This design comes from an exercise in tuning for small area and a short achievable clock period on the open sky130 flow, not from production work.
The RTL was checked by simulation tests, not by an equivalence proof against the original design.
Power and IR drop assume default switching activity.

## run A
## pixel_compositor
module pixel_compositor #(
  parameter int          N_SPRITES  = 4,
  parameter int          TILE_SHIFT = 4,
  parameter int          TILE_ROWS  = 30,
  parameter int          TILE_COLS  = 40,
  parameter logic [23:0] TILE_RGB   = 24'h555500
) (
  input  logic                            Clk,
  input  logic                            Reset,
  input  logic                            frame_start,
  input  logic                            pix_valid,
  input  logic [9:0]                      DrawX,
  input  logic [9:0]                      DrawY,
  input  logic [N_SPRITES-1:0]            spr_en,
  input  logic [10*N_SPRITES-1:0]         spr_x,
  input  logic [10*N_SPRITES-1:0]         spr_y,
  input  logic [10*N_SPRITES-1:0]         spr_w,
  input  logic [10*N_SPRITES-1:0]         spr_h,
  input  logic [24*N_SPRITES-1:0]         spr_rgb,
  input  logic                            tile_we,
  input  logic [$clog2(TILE_ROWS)-1:0]    tile_row,
  input  logic [$clog2(TILE_COLS)-1:0]    tile_col,
  input  logic                            tile_din,
  output logic                            out_valid,
  output logic [7:0]                      Red,
  output logic [7:0]                      Green,
  output logic [7:0]                      Blue,
  output logic [$clog2(N_SPRITES):0]      hit_idx
);
Size: about 5700 cells after synthesis.
==> flow/config.mk <==
export PLATFORM = sky130hd
export DESIGN_NAME = pixel_compositor
export DESIGN_NICKNAME = pixel_compositor
export VERILOG_FILES = /design/flow/design.v
export SDC_FILE = /design/flow/constraint.sdc
export NUM_CORES = 4
export LEC_CHECK = 0
export CAP_MARGIN = 20
export CORE_MARGIN = 2
export CORE_UTILIZATION = 40
export SLEW_MARGIN = 20
==> flow/constraint.sdc <==
create_clock -name core_clock -period 10.0 [get_ports {Clk}]
set_input_delay 2.0000 -clock core_clock [delete_from_list [all_inputs] [get_ports {Clk}]]
set_output_delay 2.0000 -clock core_clock [all_outputs]
set_load 0.01 [all_outputs]
standard.sh (not shown) runs the stock make flow with config.mk's settings and CLKGATE_MAP_FILE= SYNTH_SCRIPT=/design/flow/synth_recipe.tcl, a recipe that flattens the netlist after the stock synthesis.
==> flow/flow/run.sh <==
#!/bin/bash
# Standard synthesis, then the standard layout with: timing repair aimed at a larger setup margin,
# buf_2 as the port buffer, and clock-tree sink clusters of up to 25 flip-flops. The design is
# still laid out and signed off at the design's clock period and constraints.
set -euo pipefail
bash standard.sh synth > synth.log 2>&1
bash standard.sh SETUP_SLACK_MARGIN=6.8 \
  "BUFFER_PORTS_ARGS=-buffer_cell sky130_fd_sc_hd__buf_2" \
  CTS_CLUSTER_SIZE=25 CTS_CLUSTER_DIAMETER=100 PLACE_DENSITY=0.5 \
  finish > layout.log 2>&1
### run A -> run B
-- flow/flow/run.sh --
<<< run A, line 7
bash standard.sh SETUP_SLACK_MARGIN=6.8 \
  "BUFFER_PORTS_ARGS=-buffer_cell sky130_fd_sc_hd__buf_2" \
  CTS_CLUSTER_SIZE=25 CTS_CLUSTER_DIAMETER=100 PLACE_DENSITY=0.5 \
  finish > layout.log 2>&1
>>> run B, line 7
bash standard.sh SETUP_SLACK_MARGIN=6.8 \
  "BUFFER_PORTS_ARGS=-buffer_cell sky130_fd_sc_hd__buf_2" \
  CTS_CLUSTER_SIZE=25 CTS_CLUSTER_DIAMETER=100 \
  finish > layout.log 2>&1
--- outcome ---
Final clock period utilization by the worst path was lower in run B than in run A. Diff run A -> run B: number of multi-input combinational cells roughly the same; sequential-to-total area share from yosys stat has remained practically unchanged; share of total power consumed by net switching now smaller; sequential share of layout area went up 2.0 points.
What run C does differently from run B at the input level:
-- flow/flow/run.sh --
<<< run B, line 5
set -euo pipefail
bash standard.sh synth > synth.log 2>&1
bash standard.sh SETUP_SLACK_MARGIN=6.8 \
  "BUFFER_PORTS_ARGS=-buffer_cell sky130_fd_sc_hd__buf_2" \
  CTS_CLUSTER_SIZE=25 CTS_CLUSTER_DIAMETER=100 \
>>> run C, line 5
set -euo pipefail
bash standard.sh synth > synth.log 2>&1
bash standard.sh SETUP_SLACK_MARGIN=6.7 \
  "BUFFER_PORTS_ARGS=-buffer_cell sky130_fd_sc_hd__buf_2" \
  CTS_CLUSTER_SIZE=25 CTS_CLUSTER_DIAMETER=100 \
## What came out
When run C is set beside run B, its slew of the pin with the lowest slew margin turns out to be 0.072 ns smaller. Taking run B as the reference, in run C critical path data required time down 0.02 ns, setup slack shows a reduction of 0.12 ns.
Edits applied to the flow inputs when going from run C to run D:
-- flow/flow/run.sh --
<<< run C, line 5
set -euo pipefail
bash standard.sh synth > synth.log 2>&1
bash standard.sh SETUP_SLACK_MARGIN=6.7 \
  "BUFFER_PORTS_ARGS=-buffer_cell sky130_fd_sc_hd__buf_2" \
  CTS_CLUSTER_SIZE=25 CTS_CLUSTER_DIAMETER=100 \
>>> run D, line 5
set -euo pipefail
bash standard.sh synth > synth.log 2>&1
bash standard.sh SETUP_SLACK_MARGIN=6.9 \
  "BUFFER_PORTS_ARGS=-buffer_cell sky130_fd_sc_hd__buf_2" \
  CTS_CLUSTER_SIZE=25 CTS_CLUSTER_DIAMETER=100 \
==> summary.txt <==
- Higher total design power goes to run D over run C.
- Run D vs run C: highest clock rate down slightly
- Cell with the largest stage delay on the worst path = sky130_fd_sc_hd__nor2_4: run D; cell with the largest stage delay on the worst path = sky130_fd_sc_hd__or4_4: run C
- [compare] base=run C new=run D: core utilization has increased; clock network power now sits at about the same level; area growth from synthesis to layout moved up.
- Cmp run D and run C / buffers plus inverters on the worst setup path / lower: run C
- Between run D and run C, the detailed-route vias per instance is lower for run C.
### run D -> run E
==> flow/flow/run.sh <==
#!/bin/bash
set -euo pipefail
bash standard.sh synth > synth.log 2>&1
bash standard.sh SETUP_SLACK_MARGIN=6.8 \
  "BUFFER_PORTS_ARGS=-buffer_cell sky130_fd_sc_hd__buf_2" \
  CTS_CLUSTER_SIZE=25 CTS_CLUSTER_DIAMETER=100 SKIP_INCREMENTAL_REPAIR=1 \
  finish > layout.log 2>&1
==> summary.txt <==
Run D | stages: all done | timing, DRC, antenna: all pass
Run E: flow completed, timing, DRC and antenna clean
Run D has higher non-clock buffer count than run E.
Taking run D as the reference, in run E critical path required time shrank by 0.08 ns, total power dropped 1.4%, growth of design area from synthesis to finish fell by 4.7 points, final critical delay including setup and external delays shrank by 0.015 ns, final setup slack of the worst path saw an increase.
Relative max-transition margin (lower): run D
Between run E and run D, the xor-xnor portion of the synthesized cell area figures differ only marginally.
Looking at worst setup path endpoint, the cb1_q[19] result is from run E; the cb1_q[3] one comes from run D.
Critical path depth: run D and run E compared, lower one is run E
Between run D and run E, the number of port buffers does not differ in any meaningful way.
Fraction of area in multi-input gates ends up lower on run E.

static timing again, ports no longer ideal:
No port has a modelled driver above. Below, the same layouts with a new extraction and two added sets of constraints.
Step 1 (the two cells are an assumption about what drives the block):
set clk [get_ports {Clk}]
set_driving_cell -lib_cell sky130_fd_sc_hd__clkbuf_16 $clk
set_driving_cell -lib_cell sky130_fd_sc_hd__buf_2 [delete_from_list [all_inputs] $clk]
Step 2 moves the port delays by t, midway between the first and last clock arrival at a register: inputs arrive t later, outputs are due t later. That takes back most of the time a late clock gives input paths.
a / b / c = ideal ports / drivers / drivers and shift; a / b = the first two.
run	t, ns	setup WS [ns]	latest minus earliest clock arrival (ns)
run A	0.845	6.648 / 6.669 / 5.824	0.074 / 0.074
run B	0.834	6.725 / 6.722 / 5.916	0.061 / 0.060
run C	0.822	6.607 / 6.654 / 5.833	0.057 / 0.057
run D	0.828	6.572 / 6.581 / 5.753	0.064 / 0.064
run E	0.827	6.587 / 6.619 / 5.792	0.055 / 0.055
After both steps setup and hold are still met in every run listed. For run A, which loses most, drivers alone change the setup slack by +0.021 ns; drivers and shift together by -0.824 ns.
